From an optimization exercise on the open Yosys and OpenROAD flow, aimed at small area, a short achievable clock period and few clock cycles per item; shortcuts taken in it are not production practice. Only simulation tests tie the RTL to the original design; equivalence was not proved. Power and IR drop assume default switching activity.

File: flow/flow/run.sh
#!/bin/bash
set -euo pipefail
MARGIN=6
sed -e "s/SETUP_SLACK_MARGIN=[0-9.]*/SETUP_SLACK_MARGIN=${MARGIN}/" standard.sh > standard_margin.sh
grep -q "SETUP_SLACK_MARGIN=${MARGIN}" standard_margin.sh
bash standard_margin.sh > flow.log 2>&1
File: flow/design.v
`default_nettype none
package msort_pkg;
  localparam int KEY_W = 32;  
  localparam int PAY_W = 32;  
  function automatic logic key_lt(logic [31:0] a, logic [31:0] b);
    logic [31:0] l0, g0;
    logic [15:0] l1, g1;
    logic [7:0]  l2, g2;
    logic [3:0]  l3, g3;
    logic [1:0]  l4, g4;
    l0 = ~a & b;
    g0 = a & ~b;
    for (int i = 0; i < 16; i++) begin
      l1[i] = l0[2*i+1] | (~g0[2*i+1] & l0[2*i]);
      g1[i] = g0[2*i+1] | (~l0[2*i+1] & g0[2*i]);
    end
    for (int i = 0; i < 8; i++) begin
      l2[i] = l1[2*i+1] | (~g1[2*i+1] & l1[2*i]);
      g2[i] = g1[2*i+1] | (~l1[2*i+1] & g1[2*i]);
    end
    for (int i = 0; i < 4; i++) begin
      l3[i] = l2[2*i+1] | (~g2[2*i+1] & l2[2*i]);
      g3[i] = g2[2*i+1] | (~l2[2*i+1] & g2[2*i]);
    end
    for (int i = 0; i < 2; i++) begin
      l4[i] = l3[2*i+1] | (~g3[2*i+1] & l3[2*i]);
      g4[i] = g3[2*i+1] | (~l3[2*i+1] & g3[2*i]);
    end
    key_lt = l4[1] | (~g4[1] & l4[0]);
  endfunction
endpackage
`default_nettype wire
`timescale 1ns/1ps
`default_nettype none
module merge_tree #(
  parameter int W_LOG = 3
) (
  input  wire              CLK,
  input  wire              RST,
  input  logic [63:0]      i_rec,
  input  wire              i_rec_valid,
  input  wire [W_LOG-1:0]  i_rec_idx,
  input  wire              i_req_full,
  input  wire              i_out_full,
  output logic [W_LOG-1:0] o_req_idx,
  output logic             o_req_valid,
  output logic [63:0]      o_rec,
  output logic             o_valid
);
  localparam int NL = 2**W_LOG;
  localparam int NB = 3;                
  logic [63:0]       head [NL];
  logic [NL-1:0]     hv;                
  logic [63:0]       buff [NL][NB];
  logic [NB-1:0]     rp   [NL];         
  logic [NB-1:0]     wp   [NL];         
  logic [NB-1:0]     bcnt [NL];         
  logic [NB:0]       owed [NL];         
  logic [63:0]       bhead [NL];        
  logic [NL-1:0]     pop;
  logic [NL-1:0]     enq;
  logic [NL-1:0]     hload;             
  logic [NL-1:0]     bnz;               
  logic              fire;
  logic [NL-1:0]     req;               
  for (genvar l = 0; l < NL; l++) begin : g_leaf
    always_comb begin
      bhead[l] = '0;
      for (int s = 0; s < NB; s++) bhead[l] = bhead[l] | (rp[l][s] ? buff[l][s] : 64'd0);
    end
    assign bnz[l]   = bcnt[l][0];
    assign enq[l]   = i_rec_valid && (i_rec_idx == W_LOG'(l));
    assign hload[l] = pop[l] | ~hv[l];
  end
  logic [63:0] e2_head [2];           
  logic [1:0]  e2_v, e2_pop;
  for (genvar m = 0; m < 2; m++) begin : g_n1
    logic       lt [4][4];
    logic [3:0] w;
    logic [63:0] sel;
    logic       f;
    for (genvar i = 0; i < 4; i++) begin : g_row
      for (genvar j = 0; j < 4; j++) begin : g_col
        if (i < j) begin : g_cmp
          assign lt[i][j] = msort_pkg::key_lt(head[4*m+i][63:32], head[4*m+j][63:32]);
        end else begin : g_none
          assign lt[i][j] = 1'b0;
        end
      end
    end
    always_comb begin
      for (int i = 0; i < 4; i++) begin
        w[i] = 1'b1;
        for (int j = 0; j < 4; j++) begin
          if (j < i && lt[j][i])  w[i] = 1'b0;
          if (j > i && !lt[i][j]) w[i] = 1'b0;
        end
      end
      sel = '0;
      for (int i = 0; i < 4; i++) sel = sel | (w[i] ? head[4*m+i] : 64'd0);
    end
    assign f = (&hv[4*m+3:4*m]) & (~e2_v[m] | e2_pop[m]);
    assign pop[4*m+3:4*m] = f ? w : 4'b0;
    always_ff @(posedge CLK) begin
      if (RST) e2_v[m] <= 1'b0;
      else if (f | e2_pop[m]) e2_v[m] <= f;
    end
    always_ff @(posedge CLK) begin
      if (f) e2_head[m] <= sel;
    end
  end
  logic root_lt;
  assign root_lt = msort_pkg::key_lt(e2_head[0][63:32], e2_head[1][63:32]);
  assign fire      = e2_v[0] & e2_v[1];
  assign e2_pop[0] = fire & root_lt;
  assign e2_pop[1] = fire & ~root_lt;
  logic [NB:0]   owed_nx [NL];
  logic [NL-1:0] owe_nx;
  logic [NL-1:0] req_nx;
  logic [W_LOG-1:0] req_idx_nx;
  for (genvar l = 0; l < NL; l++) begin : g_owed
    always_comb begin
      case ({pop[l], req[l]})
        2'b10:   owed_nx[l] = {owed[l][NB-1:0], 1'b1};
        2'b01:   owed_nx[l] = {1'b0, owed[l][NB:1]};
        default: owed_nx[l] = owed[l];
      endcase
    end
    assign owe_nx[l] = owed_nx[l][0];
  end
  always_comb begin
    req_nx = '0;
    req_idx_nx = '0;
    for (int l = NL - 1; l >= 0; l--) begin
      if (owe_nx[l]) begin
        req_nx = '0;
        req_nx[l] = 1'b1;
        req_idx_nx = W_LOG'(l);
      end
    end
  end
  always_ff @(posedge CLK) begin
    if (RST) begin
      o_req_valid <= 1'b0;
      req         <= '0;
      o_valid <= 1'b0;
      hv      <= '0;
      for (int l = 0; l < NL; l++) begin
        rp[l]   <= NB'(1);
        wp[l]   <= NB'(1);
        bcnt[l] <= '0;
        owed[l] <= '0;
      end
    end else begin
      o_req_valid <= ~i_req_full & (|owe_nx);
      req         <= i_req_full ? '0 : req_nx;
      o_valid <= fire;
      for (int l = 0; l < NL; l++) begin
        logic bdeq, benq;
        benq = enq[l] & hv[l];
        bdeq = hload[l] & (bnz[l] | enq[l]) & hv[l];
        if (hload[l]) hv[l] <= bnz[l] | enq[l];
        if (bdeq) rp[l] <= {rp[l][NB-2:0], rp[l][NB-1]};
        if (benq) wp[l] <= {wp[l][NB-2:0], wp[l][NB-1]};
        case ({benq, bdeq})
          2'b10:   bcnt[l] <= {bcnt[l][NB-2:0], 1'b1};
          2'b01:   bcnt[l] <= {1'b0, bcnt[l][NB-1:1]};
          default: ;
        endcase
        owed[l] <= owed_nx[l];
      end
    end
  end
  always_ff @(posedge CLK) begin
    o_req_idx <= req_idx_nx;
  end
  always_ff @(posedge CLK) begin
    for (int l = 0; l < NL; l++) begin
      if (hload[l]) head[l] <= bnz[l] ? bhead[l] : i_rec;
      for (int s = 0; s < NB; s++) begin
        if (enq[l] && hv[l] && wp[l][s]) buff[l][s] <= i_rec;
      end
    end
  end
  always_ff @(posedge CLK) begin
    o_rec <= root_lt ? e2_head[0] : e2_head[1];
  end
endmodule
`default_nettype wire
`timescale 1ns/1ps
`default_nettype none
module msort_top (
  input  wire        clk,
  input  wire        rst,
  input  wire [63:0] i_rec,
  input  wire        i_rec_valid,
  input  wire [2:0]  i_rec_idx,
  input  wire        i_req_full,
  input  wire        i_out_full,
  output wire [2:0]  o_req_idx,
  output wire        o_req_valid,
  output wire [63:0] o_rec,
  output wire        o_valid
);
  merge_tree #(.W_LOG(3)) u_tree (
    .CLK(clk), .RST(rst),
    .i_rec(i_rec), .i_rec_valid(i_rec_valid), .i_rec_idx(i_rec_idx),
    .i_req_full(i_req_full), .i_out_full(i_out_full),
    .o_req_idx(o_req_idx), .o_req_valid(o_req_valid),
    .o_rec(o_rec), .o_valid(o_valid)
  );
endmodule
`default_nettype wire
File: flow/constraint.sdc
create_clock -name core_clock -period 10.0 [get_ports {clk}]
set_input_delay 2.0000 -clock core_clock [delete_from_list [all_inputs] [get_ports {clk}]]
set_output_delay 2.0000 -clock core_clock [all_outputs]
set_load 0.01 [all_outputs]
File: flow/standard.sh
#!/bin/bash
# synth_recipe.tcl (not shown) runs the flow's synth.tcl, then flattens the netlist and writes it again
# the make line also repeats each setting of config.mk as NAME=value (left out here)
make -C /OpenROAD-flow-scripts/flow DESIGN_CONFIG=/design/flow/config.mk WORK_HOME=/design/flow/orfs CLKGATE_MAP_FILE= SYNTH_SCRIPT=/design/flow/synth_recipe.tcl "${@:-finish}"
File: flow/config.mk
export PLATFORM = sky130hd
export DESIGN_NAME = msort_top
export DESIGN_NICKNAME = msort_top
export VERILOG_FILES = /design/flow/design.v
export SDC_FILE = /design/flow/constraint.sdc
export NUM_CORES = 4
export LEC_CHECK = 0
export CAP_MARGIN = 20
export CORE_MARGIN = 2
export CORE_UTILIZATION = 45
export SETUP_SLACK_MARGIN = 5
export SLEW_MARGIN = 20
==> reports/results.tsv, run 1 <==
stage	metric	value	unit
power	seqPwrFrac	50.7	%
critical_path	worstPathRequired	10630	ps
timing	finalCritPeriodShare	41.1	%
worst_hold_path	hold_path_end	u_tree.wp[7][0]	
clock_network	ctsHoldBuffers	0	
finish	layout.nets	6951	
power	vdd_drop_max	0.194	mV
clock_network	path_clk_slew	60	ps
critical_path	cp.arrival	4730	ps
finish	fin_cells	9879	
finish	drive_above_1_share	16.0	%
drt	drt_iter0_markers	11079	
logic_synthesis	synthFlopType	edfxtp_1	
clock_network	clock_path_buffers	3	
power	swShare	23.8	%
power	clockPowerShare	40.5	%
clock_network	cts.sink_count	2367	
critical_path	setup.worst_path.start_class	flip-flop	
worst_hold_path	min_path_type	flip-flop to flip-flop	
clock_network	cts_tree	built	
critical_path	worstSetupPathType	flip-flop to flip-flop	
power	p_switching	5260	uW
finish	syn_to_final_growth	17.4	%
drt	detail_route.wl_per_cell	31.7	um
power	comb_power_share	8.7	%
logic_synthesis	synth.distinct_cells	80	
logic_synthesis	synth_cells	6586	
timing	fmax	244	MHz
global_route	grt_max_degree	93	
power	pwr_density_cell	198	mW/mm^2
logic_synthesis	yosysWarnings	12	
timing	slew_violations	9	
clock_network	cts_buffers	236	
global_route	grt_pass1_vias	59439	
logic_synthesis	synth_top_cell_area_share	68.8	%
global_route	grt_usage	27.4	%
logic_synthesis	yosysSeqAreaShare	72.8	%
outcome	failed_checks	capacitance limit, slew limit	
logic_synthesis	synth.most_common_cell	edfxtp_1	
floorplan	die_h	463	um
drt	drcViolationCount	0	
floorplan	io_pins	141	
logic_synthesis	synth_top_area_cell	edfxtp_1	
drt	first_pass_iters	10	
floorplan	die_area	0.215	sq mm
floorplan	die_w	463	um
floorplan	core	0.210	sq mm
critical_path	ff2ff_path_depth	14	
timing	fin_setup_tns	0	ps
drt	drtAntennaViolNets	0	
global_route	grt_pass1_wl	427	mm
run	drv_cap	1	
floorplan	row_count	168	
clock_network	insertion_delay	950	ps
timing	min_period	4110	ps
critical_path	crit_path_end_kind	flip-flop	
outcome	status	failed layout checks	
power	p_leak	0.0372	uW
logic_synthesis	async_flop_share	0	%
place	dp.cells	9159	
critical_path	r2r_end	u_tree.e2_head[0][58]	
global_route	antenna_found_initial	27	
place	port-buffer-count	139	
logic_synthesis	ys_top_cells_by_count	edfxtp_1, nor2_1, a21oi_1	
place	hpwl	165	mm
drt	num_vias	63428	
drt	drt-total-wl	313	mm
worst_hold_path	min_path_cells	1	
timing	rsz0062_at_grt	yes	
logic_synthesis	netlist_top_cells_area	edfxtp_1, a222oi_1, dfxtp_1	
critical_path	rrSetupSlack	5890	ps
power	p_int	16800	uW
critical_path	crit_fanout	5	
drt	via_per_inst	6.42	
logic_synthesis	ys_ff_latch	2367	
global_route	overflow	0	
floorplan	start_util	45.3	%
place	place.gp.congestion	0.903	
timing	relSlewSlack	-0.729	%
worst_hold_path	hp-start	u_tree.wp[7][0]	
clock_network	cts.root.buffer_cell	clkbuf_16	
logic_synthesis	syn-num-nets	6682	
clock_network	ctsHtreeMaxLevel	4	
timing	skew	119	ps
logic_synthesis	netlist_area	0.0950	sq mm
timing	setup_viol	0	
critical_path	reg2reg_from	u_tree.head[2][32]	
logic_synthesis	syn_avg_cell_area	14.4	sq um
logic_synthesis	synth_edf_count	2176	
timing	tightest_slew	1510	ps
timing	hold_viol_final	0	
## placed cells by master (no fill, tap or decap), types with 23 or more instances in the layout
cell	synthesis	routed
a21oi_1	694	661
buf_6	0	41
nand2b_1	107	102
nand2_1	227	210
mux2i_1	29	29
a22oi_1	33	29
buf_12	0	23
dfxtp_1	191	159
a22o_1	46	46
o22ai_1	76	74
clkdlybuf4s50_1	0	107
clkinv_1	1	29
a222oi_1	584	584
nor2_1	738	717
inv_1	233	218
maj3_1	248	216
o21ai_1	1	26
edfxtp_1	2176	2176
dfxtp_4	0	32
a21oi_2	0	23
clkinv_2	0	36
o21ai_0	120	85
mux2_2	51	51
buf_4	0	253
buf_2	19	31
maj3_2	6	38
clkbuf_16	0	241
a221o_1	70	70
clkbuf_1	367	70
nor2b_1	94	87
clkbuf_8	0	28
## final cells by class
class,count,area (sq um)
inverter,234,893
clock inverter,114,1360
timing repair inverter,2,12.5
clock buffer,334,6550
timing repair buffer,492,4950
sequential,2367,69300
multi-input combinational,3522,25000
antenna,9,22.5
fill,17231,98200
tap,2805,3510
## power groups by stage
stage	clock network, uW	logic [uW]	registers (uW)
2_1_floorplan	0	895	11300
3_3_place_gp	0	1420	11400
3_5_place_dp	0	1440	11400
4_1_cts	9060	1790	11200
5_1_grt	9440	2020	11200
6_report	8950	1930	11200
## stage by stage
step                      area (sq um)  utilization (%)  total power [uW]  worst slack, ps  hold WS [ps]
final                           112000             53.2             22100             5890           466
after global placement           99600             47.5             12800             3620           443
after global routing            112000             53.2             22700             5800           487
after detailed placement         99600             47.5             12900             3640           451
after CTS                       110000             52.4             22100             5860           465
after floorplan                  95600                -             12200             5230           427
## logic make-up (layout without fill, tap and decap cells)
| logic type | count (synthesis) | in the layout | share of synthesized area [%] |
|---|---|---|---|
| compound gates | 1847 | 1849 | 14.3 |
| other cells | 0 | 9 | 0 |
| simple gates | 1295 | 1315 | 6.07 |
| flops | 2367 | 2367 | 72.8 |
| mux | 80 | 80 | 0.910 |
| buf+inv | 719 | 1176 | 2.91 |
| fa+ha+maj | 278 | 278 | 3.00 |
## critical path, cell delays in order (launching register included)
cell and delay [ps]:
edfxtp_1 450, nor2b_4 160, maj3_2 310, maj3_2 310, maj3_2 350, a21oi_4 240, o211ai_1 310, a31oi_2 370
buf_4 170, nor4b_4 60, buf_6 180, buf_12 170, buf_16 170, a222oi_1 380, nand2_1 190
## timing repair
item / CTS / global route
buffers inserted: 113 / 106
gates resized for setup: 231 / 166
endpoints found under the hold margin: 0 / 0
setup endpoints to repair: 1375 / 973
gates cloned: 26 / 18
pin swaps: 60 / 113
## state kept, by name, indices dropped and copies added (netlist names)
register	flops
u_tree.e2_head	128
u_tree.head	512
u_tree.e2_v	2
u_tree.buff	1536
u_tree.wp	24
u_tree.o_req_valid	1
u_tree.owed	32
u_tree.rp	24
u_tree.hv	8
u_tree.o_rec	64
u_tree.req	8
u_tree.o_valid	1
u_tree.o_req_idx	3
u_tree.bcnt	24
## per-layer routing
| metal | wire length (um) | global-route usage (%) | vias up | share of wire (%) |
|---|---|---|---|---|
| li1 | - | - | 26973 | - |
| met5 | 83 | 0 | - | 0.026 |
| met1 | 125000 | 38.9 | 31947 | 40 |
| met4 | 11200 | 9.57 | 12 | 3.6 |
| met2 | 140000 | 42.1 | 3943 | 45 |
| met3 | 37400 | 5.48 | 553 | 12 |
## worst max-delay path by stage
stage	start	end	slack [ps]	cells past startpoint
after floorplan	u_tree.e2_head[1][44]	u_tree.head[5][0]	5230	8
final	u_tree.head[2][32]	u_tree.e2_head[0][58]	5890	14
after global placement	u_tree.e2_head[1][52]	u_tree.o_req_idx[0]	3620	16
after CTS	u_tree.head[6][60]	u_tree.o_req_idx[0]	5860	16
after detailed placement	u_tree.e2_head[1][52]	u_tree.o_req_idx[0]	3640	16
after global routing	u_tree.head[2][32]	u_tree.e2_head[0][26]	5800	15
Testbench counts, summed over its fixed seeds: cycles 15,389, records 12,966.
==> inputs of run 2 (changes only) <==
--- a/flow/config.mk
+++ b/flow/config.mk
@@ -8,5 +8,8 @@
 export CAP_MARGIN = 20
 export CORE_MARGIN = 2
 export CORE_UTILIZATION = 45
+export CTS_BUF_LIST = sky130_fd_sc_hd__clkbuf_16
+export CTS_CLUSTER_DIAMETER = 50
+export CTS_CLUSTER_SIZE = 20
 export SETUP_SLACK_MARGIN = 5
 export SLEW_MARGIN = 20
==> run 2 against run 1 <==
- still fails the layout checks on capacitance limit, slew limit
- first-iteration DRC count increased by 0.64%
- non-clock buffer count increased by 24
- count of clock-buffer cells in the layout decreased by 109
- synthesized cell count unchanged
- setup slack got worse by 50 ps
- largest cell class unchanged
- wire length about the same
- synthesized area unchanged
- flip-flop and latch count unchanged
- critical path type unchanged
- power increased by 0.30%
- sequential power about the same
==> reports/results.tsv, run 2 <==
stage	metric	value	unit	change
critical_path	crit_fanout	4		was 5
timing	holdWs	469	ps	was 466 ps
logic_synthesis	synthSimpleGateAreaFrac	6.07	%	unchanged
logic_synthesis	synth_cells	6586		unchanged
logic_synthesis	synthFlopType	edfxtp_1		unchanged
finish	final_area	0.112	sq mm	about the same
timing	rsz0062_at_grt	yes		unchanged
critical_path	worstSetupPathType	flip-flop to flip-flop		unchanged
clock_network	path_clk_slew	70	ps	was 60 ps
finish	syn_to_final_growth	17.7	%	was 17.4%
critical_path	reg2reg_from	u_tree.head[2][36]		was u_tree.head[2][32]
critical_path	r2r_end	u_tree.req[6]		was u_tree.e2_head[0][58]
power	p_switching	5590	uW	was 5260 uW
logic_synthesis	yosysSeqAreaShare	72.8	%	unchanged
power	pwr_density_cell	198	mW/mm^2	about the same
logic_synthesis	synth.distinct_cells	80		unchanged
outcome	failed_checks	capacitance limit, slew limit		unchanged
logic_synthesis	yosysWarnings	12		unchanged
drt	first_pass_iters	9		was 10
critical_path	cp.arrival	4970	ps	was 4730 ps
global_route	grt_usage	27.5	%	was 27.4%
place	port-buffer-count	139		unchanged
logic_synthesis	synthXorXnorAreaFrac	0	%	unchanged
critical_path	cp_cell_sequence	buf_4, nand2b_4, maj3_2, maj3_2, o21ai_2, a21oi_4, o211ai_1, a31oi_4, buf_6, nor4b_4, buf_12, buf_12, nand2_8, ha_4, a21oi_4, nor2_4, a21oi_4, nand2_2, nor2_4, nand2_4, nor3b_2		was nor2b_4, maj3_2, maj3_2, maj3_2, a21oi_4, o211ai_1, a31oi_2, buf_4, nor4b_4, buf_6, buf_12, buf_16, a222oi_1, nand2_1
critical_path	critPathLaunch	u_tree.head[2][36]		was u_tree.head[2][32]
global_route	grt_max_degree	93		unchanged
timing	setup_viol	0		unchanged
power	clockPowerShare	40.6	%	was 40.5%
finish	layout.cells.most_common	edfxtp_1		unchanged
timing	tightest_slew	1510	ps	about the same
clock_network	cts.sink_count	2367		unchanged
floorplan	die_h	463	um	unchanged
logic_synthesis	synth_fa_ha_area_share	3.00	%	unchanged
floorplan	die_area	0.215	sq mm	unchanged
power	p_int	16600	uW	was 16800 uW
timing	fmax	241	MHz	was 244 MHz
finish	reg_top3	u_tree.buff (1536), u_tree.head (512), u_tree.e2_head (128)		unchanged
finish	largest-register	u_tree.buff		unchanged
clock_network	insertion_delay	910	ps	was 950 ps
place	hpwl	165	mm	unchanged
finish	drive_above_1_share	16.9	%	was 16.0%
global_route	grt_pass1_vias	59269		was 59439
power	power.total	22200	uW	was 22100 uW
floorplan	die_w	463	um	unchanged
drt	detail_route.wl_per_cell	31.7	um	about the same
clock_network	cts.root.buffer_cell	clkbuf_16		unchanged
critical_path	slowest_stage	o211ai_1		was edfxtp_1
drt	num_vias	63450		was 63428
timing	finalCritPeriodShare	41.6	%	was 41.1%
outcome	status	failed layout checks		unchanged
critical_path	crit_end	u_tree.req[6]		was u_tree.e2_head[0][58]
finish	most-common-layout-cells	edfxtp_1, nor2_1, a21oi_1		unchanged
clock_network	cts_buffers	220		was 236
critical_path	worst-path-stages	21		was 14
place	place.gp.congestion	0.903		unchanged
logic_synthesis	syn_avg_cell_area	14.4	sq um	unchanged
critical_path	crit_path_end_kind	flip-flop		unchanged
power	p_leak	0.0374	uW	was 0.0372 uW
timing	min_period	4160	ps	was 4110 ps
global_route	overflow	0		unchanged
global_route	grt_pass1_wl	428	mm	was 427 mm
logic_synthesis	synth.area.mux_share	0.910	%	unchanged
logic_synthesis	synth_top_cell_area_share	68.8	%	unchanged
critical_path	ff2ff_path_depth	21		was 14
logic_synthesis	synth.most_common_cell	edfxtp_1		unchanged
timing	skew	68.5	ps	was 119 ps
place	dpl_cell_area	0.0996	sq mm	unchanged
run	drv_cap	1		unchanged
power	seqPwrFrac	50.5	%	was 50.7%
logic_synthesis	netlist_top_cells_area	edfxtp_1, a222oi_1, dfxtp_1		unchanged
power	swShare	25.2	%	was 23.8%
timing	hold_viol_final	0		unchanged
critical_path	crit_top_cell	a21oi_4		was maj3_2
finish	largest_reg_flops	1536		unchanged
logic_synthesis	netlist_area	0.0950	sq mm	unchanged
timing	relSlewSlack	-0.946	%	was -0.729%
power	vdd_drop_max	0.207	mV	was 0.194 mV
floorplan	io_pins	141		unchanged
clock_network	cts_tree	built		unchanged
clock_network	clock_path_buffers	3		unchanged
critical_path	cp.buffers_inverters	4		unchanged
drt	drt_iter0_markers	11150		was 11079
worst_hold_path	min_path_type	flip-flop to flip-flop		unchanged
floorplan	core	0.210	sq mm	unchanged
critical_path	setup.worst_path.start_class	flip-flop		unchanged
power	comb_power_share	8.9	%	was 8.7%
logic_synthesis	synth_top_area_cell	edfxtp_1		unchanged
floorplan	row_count	168		unchanged
drt	drtAntennaViolNets	0		unchanged
logic_synthesis	ys_top_cells_by_count	edfxtp_1, nor2_1, a21oi_1		unchanged
global_route	antenna_found_initial	25		was 27
logic_synthesis	synth_edf_count	2176		unchanged
critical_path	crit_family	compound AO/OA/AOI/OAI gates		unchanged
logic_synthesis	synth_top_family_by_area	compound AO/OA/AOI/OAI gates		unchanged
critical_path	cp_slowest_stage_delay	690	ps	was 450 ps
logic_synthesis	syn-num-nets	6682		unchanged
logic_synthesis	async_flop_share	0	%	unchanged
clock_network	ctsHtreeMaxLevel	4		unchanged
logic_synthesis	ys_ff_latch	2367		unchanged
drt	drt-total-wl	313	mm	about the same
clock_network	ctsHoldBuffers	0		unchanged
drt	drcViolationCount	0		unchanged
floorplan	start_util	45.3	%	unchanged
critical_path	worstPathRequired	10820	ps	was 10630 ps
drt	via_per_inst	6.43		was 6.42
critical_path	rrSetupSlack	5840	ps	was 5890 ps
timing	slew_violations	14		was 9
timing	fin_setup_tns	0	ps	unchanged
finish	layout.nets	6961		was 6951
logic_synthesis	synth_compound_area_share	14.3	%	unchanged
## run 2: cell counts after synthesis
Identical to the previous run, type by type.
## run 2: how the worst min path moves through the flow
stage                                     from         endpoint  cells past startpoint
after floorplan                u_tree.wp[1][0]  u_tree.wp[1][0]                      1
after global routing      u_tree.e2_head[0][1]  u_tree.o_rec[1]                      1
after CTS                      u_tree.wp[1][0]  u_tree.wp[1][0]                      1
after global placement         u_tree.wp[7][0]  u_tree.wp[7][0]                      1
final                          u_tree.wp[6][0]  u_tree.wp[6][0]                      1
after detailed placement       u_tree.wp[7][0]  u_tree.wp[7][0]                      1
## run 2: power by group through the flow
stage | clock [uW] | combinational, uW | sequential, uW
global route | 9480 | 2060 | 11200
detailed placement | 0 | 1440 | 11400
floorplan | 0 | 895 | 11300
global placement | 0 | 1420 | 11400
CTS | 9090 | 1810 | 11200
finish | 8990 | 1970 | 11200
## run 2: through the flow
stage                     setup WS [ps]  cells  utilization (%)
final                              5840   9875             53.3
after global routing               5780   9868             53.3
after CTS                          5840   9758             52.6
after detailed placement           3640   9159             47.5
after global placement             3620   9158             47.5
after floorplan                    5230   6586                -
## run 2: routing by layer
metal | GRT usage [%] | part of all wire [%] | vias to the layer above
li1 | - | - | 26978
met1 | 39.1 | 40 | 31975
met2 | 42.2 | 45 | 3961
met3 | 5.71 | 12 | 528
met4 | 8.92 | 3.3 | 8
met5 | 0 | 0.017 | -
## run 2: logic make-up after synthesis
| logic type | count (synthesis) |
|---|---|
| DFF | 2367 |
| AOI/OAI and AO/OA | 1847 |
| and+or+nand+nor | 1295 |
| buffers and inverters | 719 |
| adders and majority gates | 278 |
| muxes | 80 |
## run 2: final cells by class
type	instances	area [sq um]
antenna	8	20.0
inverter	234	891
fill	17139	98000
timing repair inverter	2	12.5
clock inverter	194	2290
sequential	2367	69300
tap	2805	3510
clock buffer	225	5630
timing repair buffer	516	5170
multi-input combinational	3524	25000
## run 2: repair_timing
item | in CTS | in global routing
pin swaps | 94 | 93
setup buffers | 154 | 90
gates cloned | 26 | 18
gates resized for setup | 255 | 129
endpoints found under the setup margin | 1405 | 993
==> inputs of run 3 (changes only) <==
==> flow/run.sh (new file) <==
#!/bin/bash
# synth_recipe.tcl (not shown) runs the flow's synth.tcl, then flattens the netlist and writes it again
# the make line also repeats each setting of config.mk as NAME=value (left out here)
make -C /OpenROAD-flow-scripts/flow DESIGN_CONFIG=/design/flow/config.mk WORK_HOME=/design/flow/orfs CLKGATE_MAP_FILE= SYNTH_SCRIPT=/design/flow/synth_recipe.tcl finish
--- a/flow/config.mk
+++ b/flow/config.mk
@@ -8,8 +8,5 @@
 export CAP_MARGIN = 20
 export CORE_MARGIN = 2
 export CORE_UTILIZATION = 45
-export CTS_BUF_LIST = sky130_fd_sc_hd__clkbuf_16
-export CTS_CLUSTER_DIAMETER = 50
-export CTS_CLUSTER_SIZE = 20
 export SETUP_SLACK_MARGIN = 5
 export SLEW_MARGIN = 20
removed: flow/flow/run.sh
removed: flow/standard.sh
==> run 3 against run 2 <==
- the run now finishes clean
- critical endpoint is now u_tree.bcnt[4][1]
- via count down 4.6%
- non-clock buffer count down 232
- fmax down 16%
- design area down 3.9%
- register-to-register slack worse by 810 ps
- synthesized area unchanged
==> reports/results.tsv, run 3 <==
stage	metric	value	unit	change
outcome	status	finished clean		was failed layout checks
power	p_leak	0.0354	uW	was 0.0374 uW
global_route	use_met3	4.44	%	was 5.71%
timing	slew_violations	0		was 14
logic_synthesis	synth_edf_count	2176		unchanged
critical_path	rrSetupSlack	5040	ps	was 5840 ps
global_route	grt_max_degree	101		was 93
global_route	gr-usage-met1	36.6	%	was 39.1%
logic_synthesis	syn_avg_cell_area	14.4	sq um	unchanged
global_route	antenna_found_initial	13		was 25
place	place.gp.congestion	0.924		was 0.903
logic_synthesis	synth_top_cell_area_share	68.8	%	unchanged
timing	fmax	202	MHz	was 241 MHz
power	power.total	21500	uW	was 22200 uW
global_route	overflow	0		unchanged
drt	drcViolationCount	0		unchanged
floorplan	core	0.210	sq mm	unchanged
clock_network	cts.sink_count	2367		unchanged
timing	fin_setup_tns	0	ps	unchanged
timing	hold_viol_final	0		unchanged
logic_synthesis	synth.distinct_cells	80		unchanged
critical_path	crit_fanout	16		was 4
timing	rsz0062_at_grt	yes		unchanged
finish	largest-register	u_tree.buff		unchanged
logic_synthesis	ys_ff_latch	2367		unchanged
floorplan	row_count	168		unchanged
global_route	gr-usage-met2	42.1	%	was 42.2%
drt	drt-total-wl	292	mm	was 313 mm
clock_network	cts_buffers	235		was 220
finish	layout.nets	6721		was 6961
floorplan	die_h	463	um	unchanged
finish	layout.cells.most_common	edfxtp_1		unchanged
logic_synthesis	yosysSeqAreaShare	72.8	%	unchanged
drt	first_pass_iters	10		was 9
drt	detail_route.wl_per_cell	30.3	um	was 31.7 um
logic_synthesis	synth_cells	6586		unchanged
clock_network	cts_tree	built		unchanged
clock_network	ctsHtreeMaxLevel	4		unchanged
power	vdd_drop_max	0.208	mV	was 0.207 mV
finish	most-common-layout-cells	edfxtp_1, nor2_1, a21oi_1		unchanged
global_route	grt_usage	26.2	%	was 27.5%
drt	num_vias	60534		was 63450
floorplan	die_w	463	um	unchanged
finish	syn_to_final_growth	13.1	%	was 17.7%
timing	relSlewSlack	21.6	%	was -0.946%
finish	final_core_util	51.2	%	was 53.3%
clock_network	clock_path_buffers	3		unchanged
logic_synthesis	synthFlopType	edfxtp_1		unchanged
floorplan	start_util	45.3	%	unchanged
timing	finalCritPeriodShare	49.6	%	was 41.6%
critical_path	setup.worst_path.start_class	flip-flop		unchanged
finish	reg_top3	u_tree.buff (1536), u_tree.head (512), u_tree.e2_head (128)		unchanged
finish	nFillCells	17479		was 17139
logic_synthesis	ys_top_cells_by_count	edfxtp_1, nor2_1, a21oi_1		unchanged
critical_path	worstSetupPathType	flip-flop to flip-flop		unchanged
critical_path	crit_path_end_kind	flip-flop		unchanged
logic_synthesis	syn-num-nets	6682		unchanged
floorplan	die_area	0.215	sq mm	unchanged
global_route	grt_pass1_wl	410	mm	was 428 mm
run	drv_cap	0		was 1
logic_synthesis	synth_top_area_cell	edfxtp_1		unchanged
logic_synthesis	yosysWarnings	12		unchanged
logic_synthesis	async_flop_share	0	%	unchanged
drt	via_per_inst	6.28		was 6.43
critical_path	worstPathRequired	10730	ps	was 10820 ps
place	hpwl	172	mm	was 165 mm
logic_synthesis	netlist_top_cells_area	edfxtp_1, a222oi_1, dfxtp_1		unchanged
timing	tightest_slew	1180	ps	was 1510 ps
drt	drt_iter0_markers	10117		was 11150
logic_synthesis	synth.most_common_cell	edfxtp_1		unchanged
power	pwr_density_cell	200	mW/mm^2	was 198 mW/mm^2
global_route	grt_pass1_vias	57853		was 59269
finish	largest_reg_flops	1536		unchanged
clock_network	ctsHoldBuffers	0		unchanged
timing	setup_viol	0		unchanged
logic_synthesis	netlist_area	0.0950	sq mm	unchanged
critical_path	cp.arrival	5690	ps	was 4970 ps
clock_network	cts.root.buffer_cell	clkbuf_16		unchanged
drt	drtAntennaViolNets	0		unchanged
place	port-buffer-count	139		unchanged
worst_hold_path	min_path_type	flip-flop to flip-flop		unchanged
clock_network	insertion_delay	930	ps	was 910 ps
finish	drive_above_1_share	10.2	%	was 16.9%
timing	skew	87.4	ps	was 68.5 ps
timing	min_period	4960	ps	was 4160 ps
clock_network	path_clk_slew	60	ps	was 70 ps
floorplan	io_pins	141		unchanged
global_route	top_usage_layer	met2		unchanged
[run 3: layer usage]
layer  share of wire (%)  vias up  wire [um]
met5               0.027        -         80
met4                 3.4       12       9920
met3                 9.3      473      27200
met2                  46     3095     135000
met1                  41    30503     119000
li1                    -    26451          -
[run 3: power by group]
group | internal (uW) | switching (uW)
Sequential | 11000 | 185
Clock | 4860 | 3850
Combinational | 540 | 1060
Total | 16400 | 5090
[run 3: area by class of cell]
class / instances / area (sq um) / area share (%)
well taps: 2805 / 3510 / 3.27
repair inverters: 1 / 5.00 / 0.00466
flip-flops and latches: 2367 / 69300 / 64.5
clock buffers: 321 / 6460 / 6.01
clock inverters: 127 / 1210 / 1.12
repair buffers: 284 / 2530 / 2.35
diodes: 4 / 10.0 / 0.00931
inverters: 234 / 886 / 0.824
multi-input cells: 3502 / 23600 / 21.9
[run 3: final timing paths]
path / depth (start not counted) / to / startpoint
setup / recovery: 15 / u_tree.bcnt[4][1] / u_tree.head[4][48]
hold / removal: 1 / u_tree.wp[1][0] / u_tree.wp[1][0]
setup reg to reg: 15 / u_tree.bcnt[4][1] / u_tree.head[4][48]
hold reg to reg: 1 / u_tree.wp[1][0] / u_tree.wp[1][0]
[run 3: critical path: stages (launching register included)]
cell	delay [ps]
edfxtp_1	530
nor2b_1	200
maj3_1	380
maj3_1	370
maj3_1	360
nor4_1	390
o31a_1	330
a211oi_4	130
or3_1	600
buf_4	370
nor3_4	360
ha_1	280
mux2i_1	200
nor2_1	60
a21oi_1	140
nor2_1	50
[run 3: cells by family (layout without fill, tap and decap cells)]
family,count (synthesis),in the layout,share of synthesized area [%]
DFF,2367,2367,72.8
AOI/OAI and AO/OA,1847,1849,14.3
and+or+nand+nor,1295,1295,6.07
buffers and inverters,719,967,2.91
adders and majority gates,278,278,3.00
muxes,80,80,0.910
other,0,4,0
[run 3: through the flow]
| stage | std cells | setup WS [ps] | instance area [sq um] | hold WS [ps] |
|---|---|---|---|---|
| after global routing | 9643 | 4920 | 107000 | 480 |
| after detailed placement | 9167 | 3470 | 99300 | 451 |
| after CTS | 9627 | 4800 | 107000 | 466 |
| after floorplan | 6586 | 5020 | 95000 | 428 |
| after global placement | 9167 | 3570 | 99300 | 444 |
| final | 9645 | 5040 | 107000 | 464 |
[run 3: what timing repair did]
action / CTS / global route
pin swaps: 5 / 9
endpoints found under the setup margin: 503 / 118
gates cloned: 3 / 4
buffers inserted: 9 / 8
resized for setup: 38 / 33
==> inputs of run 4 (changes only) <==
==> flow/flow/run.sh (new file) <==
#!/bin/bash
set -euo pipefail
MARGIN=6
sed -e "s/SETUP_SLACK_MARGIN=[0-9.]*/SETUP_SLACK_MARGIN=${MARGIN} SKIP_GATE_CLONING=1/" standard.sh > standard_margin.sh
grep -q "SETUP_SLACK_MARGIN=${MARGIN} SKIP_GATE_CLONING=1" standard_margin.sh
bash standard_margin.sh > flow.log 2>&1
==> flow/standard.sh (new file) <==
#!/bin/bash
# synth_recipe.tcl (not shown) runs the flow's synth.tcl, then flattens the netlist and writes it again
# the make line also repeats each setting of config.mk as NAME=value (left out here)
make -C /OpenROAD-flow-scripts/flow DESIGN_CONFIG=/design/flow/config.mk WORK_HOME=/design/flow/orfs CLKGATE_MAP_FILE= SYNTH_SCRIPT=/design/flow/synth_recipe.tcl "${@:-finish}"
removed: flow/run.sh
==> run 4 against run 3 <==
- final cell count increased by 1.9%
- count of clock-buffer cells in the layout increased by 13
- via count rose by 3.3%
- first-iteration DRC count increased by 4.1%
- synthesized area did not move
- wire length is 4.5% higher
- power up 2.1%
- synthesized cell count did not move
- critical path type unchanged
- critical endpoint is now u_tree.o_req_valid
- highest routed layer unchanged
==> reports/results.tsv, run 4 <==
stage	metric	value	unit	change
logic_synthesis	synth_cells	6586		unchanged
critical_path	cp_cell_sequence	nor2b_2, a21oi_1, o32a_1, maj3_2, a2111oi_4, buf_4, nor3b_2, o31a_1, buf_4, nor3_4, buf_12, nand2_8, ha_4, a21oi_2, o21a_1, and2_4, nand2_2, nor2_2, a21boi_1		was nor2b_1, maj3_1, maj3_1, maj3_1, nor4_1, o31a_1, a211oi_4, or3_1, buf_4, nor3_4, ha_1, mux2i_1, nor2_1, a21oi_1, nor2_1
timing	finalCritPeriodShare	41.2	%	was 49.6%
critical_path	ff2ff_path_depth	19		was 15
timing	relSlewSlack	26.8	%	was 21.6%
logic_synthesis	async_flop_share	0	%	unchanged
timing	tightest_slew	1090	ps	was 1180 ps
critical_path	crit_fanout	3		was 16
drt	drtAntennaViolNets	0		unchanged
logic_synthesis	synth.distinct_cells	80		unchanged
clock_network	ctsHoldBuffers	0		unchanged
place	port-buffer-count	139		unchanged
global_route	grt_max_degree	93		was 101
logic_synthesis	yosysWarnings	12		unchanged
global_route	antenna_found_initial	19		was 13
worst_hold_path	min_path_cells	1		unchanged
drt	via_per_inst	6.36		was 6.28
finish	nFillCells	17256		was 17479
timing	setup_viol	0		unchanged
power	pwr_density_cell	198	mW/mm^2	was 200 mW/mm^2
power	seqPwrFrac	51.0	%	was 52.1%
floorplan	io_pins	141		unchanged
place	post-place-ws	3640	ps	was 3470 ps
global_route	grt_pass1_wl	424	mm	was 410 mm
timing	slew_violations	0		unchanged
critical_path	setup.worst_path.start_class	flip-flop		unchanged
power	vdd_drop_max	0.192	mV	was 0.208 mV
critical_path	slowest_stage	edfxtp_1		was or3_1
global_route	grt_usage	27.2	%	was 26.2%
timing	setup_slack	5880	ps	was 5040 ps
clock_network	ctsHtreeMaxLevel	4		unchanged
floorplan	row_count	168		unchanged
finish	largest-register	u_tree.buff		unchanged
run	drv_cap	0		unchanged
timing	skew	118	ps	was 87.4 ps
power	p_leak	0.0370	uW	was 0.0354 uW
critical_path	crit_family	compound AO/OA/AOI/OAI gates		was simple AND/OR/NAND/NOR gates
timing	holdWs	464	ps	about the same
floorplan	core	0.210	sq mm	unchanged
timing	fmax	243	MHz	was 202 MHz
critical_path	cp.arrival	4940	ps	was 5690 ps
logic_synthesis	ys_top_cells_by_count	edfxtp_1, nor2_1, a21oi_1		unchanged
critical_path	cp.buffers_inverters	3		was 1
drt	drt_iter0_markers	10528		was 10117
clock_network	cts.root.buffer_cell	clkbuf_16		unchanged
logic_synthesis	synthFlopType	edfxtp_1		unchanged
finish	fin_cells	9829		was 9645
logic_synthesis	netlist_area	0.0950	sq mm	unchanged
power	clockPowerShare	40.7	%	was 40.5%
power	comb_power_share	8.3	%	was 7.4%
clock_network	cts_buffers	236		was 235
logic_synthesis	synth_top_cell_area_share	68.8	%	unchanged
floorplan	die_area	0.215	sq mm	unchanged
critical_path	r2r_end	u_tree.o_req_valid		was u_tree.bcnt[4][1]
critical_path	worstPathRequired	10820	ps	was 10730 ps
finish	most-common-layout-cells	edfxtp_1, nor2_1, a21oi_1		unchanged
floorplan	start_util	45.3	%	unchanged
place	place.gp.congestion	0.903		was 0.924
drt	drcViolationCount	0		unchanged
clock_network	cts.sink_count	2367		unchanged
logic_synthesis	syn-num-nets	6682		unchanged
place	dp.cells	9159		was 9167
logic_synthesis	synth_top_area_cell	edfxtp_1		unchanged
worst_hold_path	hold_path_end	u_tree.o_rec[21]		was u_tree.wp[1][0]
power	p_switching	5200	uW	was 5090 uW
drt	num_vias	62540		was 60534
clock_network	cts_tree	built		unchanged
drt	drt-total-wl	305	mm	was 292 mm
clock_network	insertion_delay	940	ps	was 930 ps
worst_hold_path	min_path_type	flip-flop to flip-flop		unchanged
floorplan	die_w	463	um	unchanged
critical_path	crit_path_end_kind	flip-flop		unchanged
logic_synthesis	syn_avg_cell_area	14.4	sq um	unchanged
global_route	overflow	0		unchanged
logic_synthesis	synth.most_common_cell	edfxtp_1		unchanged
floorplan	die_h	463	um	unchanged
logic_synthesis	ys_ff_latch	2367		unchanged
finish	drive_above_1_share	15.1	%	was 10.2%
finish	syn_to_final_growth	17.1	%	was 13.1%
critical_path	reg2reg_from	u_tree.head[7][37]		was u_tree.head[4][48]
drt	first_pass_iters	9		was 10
power	swShare	23.7	%	about the same
place	hpwl	165	mm	was 172 mm
drt	detail_route.wl_per_cell	31.0	um	was 30.3 um
clock_network	path_clk_slew	60	ps	about the same
finish	largest_reg_flops	1536		unchanged
critical_path	crit_top_cell	buf_4		was maj3_1
finish	layout.nets	6906		was 6721
timing	min_period	4120	ps	was 4960 ps
logic_synthesis	netlist_top_cells_area	edfxtp_1, a222oi_1, dfxtp_1		unchanged
critical_path	cp_slowest_stage_delay	430	ps	was 600 ps
finish	final_core_util	53.0	%	was 51.2%
outcome	status	finished clean		unchanged
critical_path	rrSetupSlack	5880	ps	was 5040 ps
timing	hold_viol_final	0		unchanged
logic_synthesis	yosysSeqAreaShare	72.8	%	unchanged
finish	reg_top3	u_tree.buff (1536), u_tree.head (512), u_tree.e2_head (128)		unchanged
logic_synthesis	synth_edf_count	2176		unchanged
clock_network	clock_path_buffers	3		unchanged
timing	rsz0062_at_grt	yes		unchanged
timing	fin_setup_tns	0	ps	unchanged
power	p_int	16800	uW	was 16400 uW
critical_path	worstSetupPathType	flip-flop to flip-flop		unchanged
global_route	grt_pass1_vias	59300		was 57853
worst_hold_path	hp-start	u_tree.e2_head[1][21]		was u_tree.wp[1][0]
finish	layout.cells.most_common	edfxtp_1		unchanged
-- run 4: cell count changes in the layout (fill, tap and decap cells not counted), sizes merged --
cell	change
buf	+188
a21bo	-1
bufinv	+6
o2111a	-1
clkinv	-16
clkbuf	+12
inv	-4
-- run 4: timing repair --
item | CTS | global route
pin swaps | 55 | 89
gates resized for setup | 195 | 120
buffers inserted | 134 | 83
endpoints found under the setup margin | 1375 | 972
-- run 4: kinds of logic after synthesis --
group                      synth area share [%]
AOI/OAI and AO/OA                          14.3
adders and majority gates                  3.00
buffers and inverters                      2.91
DFF                                        72.8
muxes                                     0.910
and+or+nand+nor                            6.07
-- run 4: area by class of cell --
class / instances / area (sq um) / area share, %
Antenna cell: 4 / 10.0 / 0.00900
Clock buffer: 334 / 6550 / 5.89
Clock inverter: 114 / 1360 / 1.23
Inverter: 234 / 896 / 0.805
Multi-Input combinational cell: 3500 / 24600 / 22.1
Sequential cell: 2367 / 69300 / 62.3
Tap cell: 2805 / 3510 / 3.16
Timing Repair Buffer: 471 / 5030 / 4.52
-- run 4: routing by layer --
metal | vias up | wire length [um] | track usage (%)
li1 | 26810 | - | -
met1 | 31467 | 123000 | 38.8
met2 | 3743 | 137000 | 41.5
met3 | 516 | 35100 | 5.55
met4 | 4 | 10500 | 9.35
met5 | - | 26 | 0
-- run 4: worst max path at each step --
stage                                from                   to  slack (ps)  depth (start not counted)
floorplan           u_tree.e2_head[1][44]    u_tree.head[5][0]        5230                          8
global placement    u_tree.e2_head[1][52]  u_tree.o_req_idx[0]        3620                         16
detailed placement  u_tree.e2_head[1][52]  u_tree.o_req_idx[0]        3640                         16
CTS                    u_tree.head[7][56]  u_tree.o_req_idx[0]        5850                         18
global route           u_tree.head[5][52]   u_tree.o_req_valid        5790                         19
finish                 u_tree.head[7][37]   u_tree.o_req_valid        5880                         19
-- run 4: through the flow --
step           cell area (sq um)  total power (uW)
2_1_floorplan              95600             12200
3_3_place_gp               99600             12800
3_5_place_dp               99600             12900
4_1_cts                   110000             22000
5_1_grt                   111000             22600
6_report                  111000             22000
-- run 4: power by group through the flow --
stage	Sequential [uW]	Clock [uW]	Combinational (uW)
2_1_floorplan	11300	0	895
3_3_place_gp	11400	0	1420
3_5_place_dp	11400	0	1440
4_1_cts	11200	9060	1710
5_1_grt	11200	9440	1920
6_report	11200	8950	1820

[what the ideal ports hide]
No port has a modelled driver above. Below, the same layouts with a new extraction and two added sets of constraints.
Step 1: set_driving_cell puts a clkbuf_16 on clk and a buf_2 on each other input, an assumption about the parent block.
Step 2 times the ports against the registers' clock, not the clock port: input delays grow and output delays shrink by t, the midpoint of the rising clock arrivals with the driver on.
Slacks: ideal ports / drivers / drivers and shift; pairs: ideal ports / drivers.
| run | t (ns) | setup WS [ns] | worst hold slack (ns) | worst setup path after step 2 | worst data-port slew with drivers (ns) |
|---|---|---|---|---|---|
| run 1 | 0.974 | 5.894 / 5.894 / 5.066 | 0.466 / 0.466 / 0.466 | input to register | 0.13 |
| run 2 | 0.961 | 5.844 / 5.844 / 4.995 | 0.469 / 0.469 / 0.469 | input to register | 0.12 |
| run 3 | 0.967 | 5.037 / 5.037 / 4.667 | 0.464 / 0.464 / 0.464 | input to register | 0.19 |
| run 4 | 0.970 | 5.880 / 5.880 / 5.087 | 0.464 / 0.464 / 0.464 | input to register | 0.13 |
For run 2, which loses most, drivers alone change the setup slack by 0.000 ns; drivers and shift together by -0.849 ns.
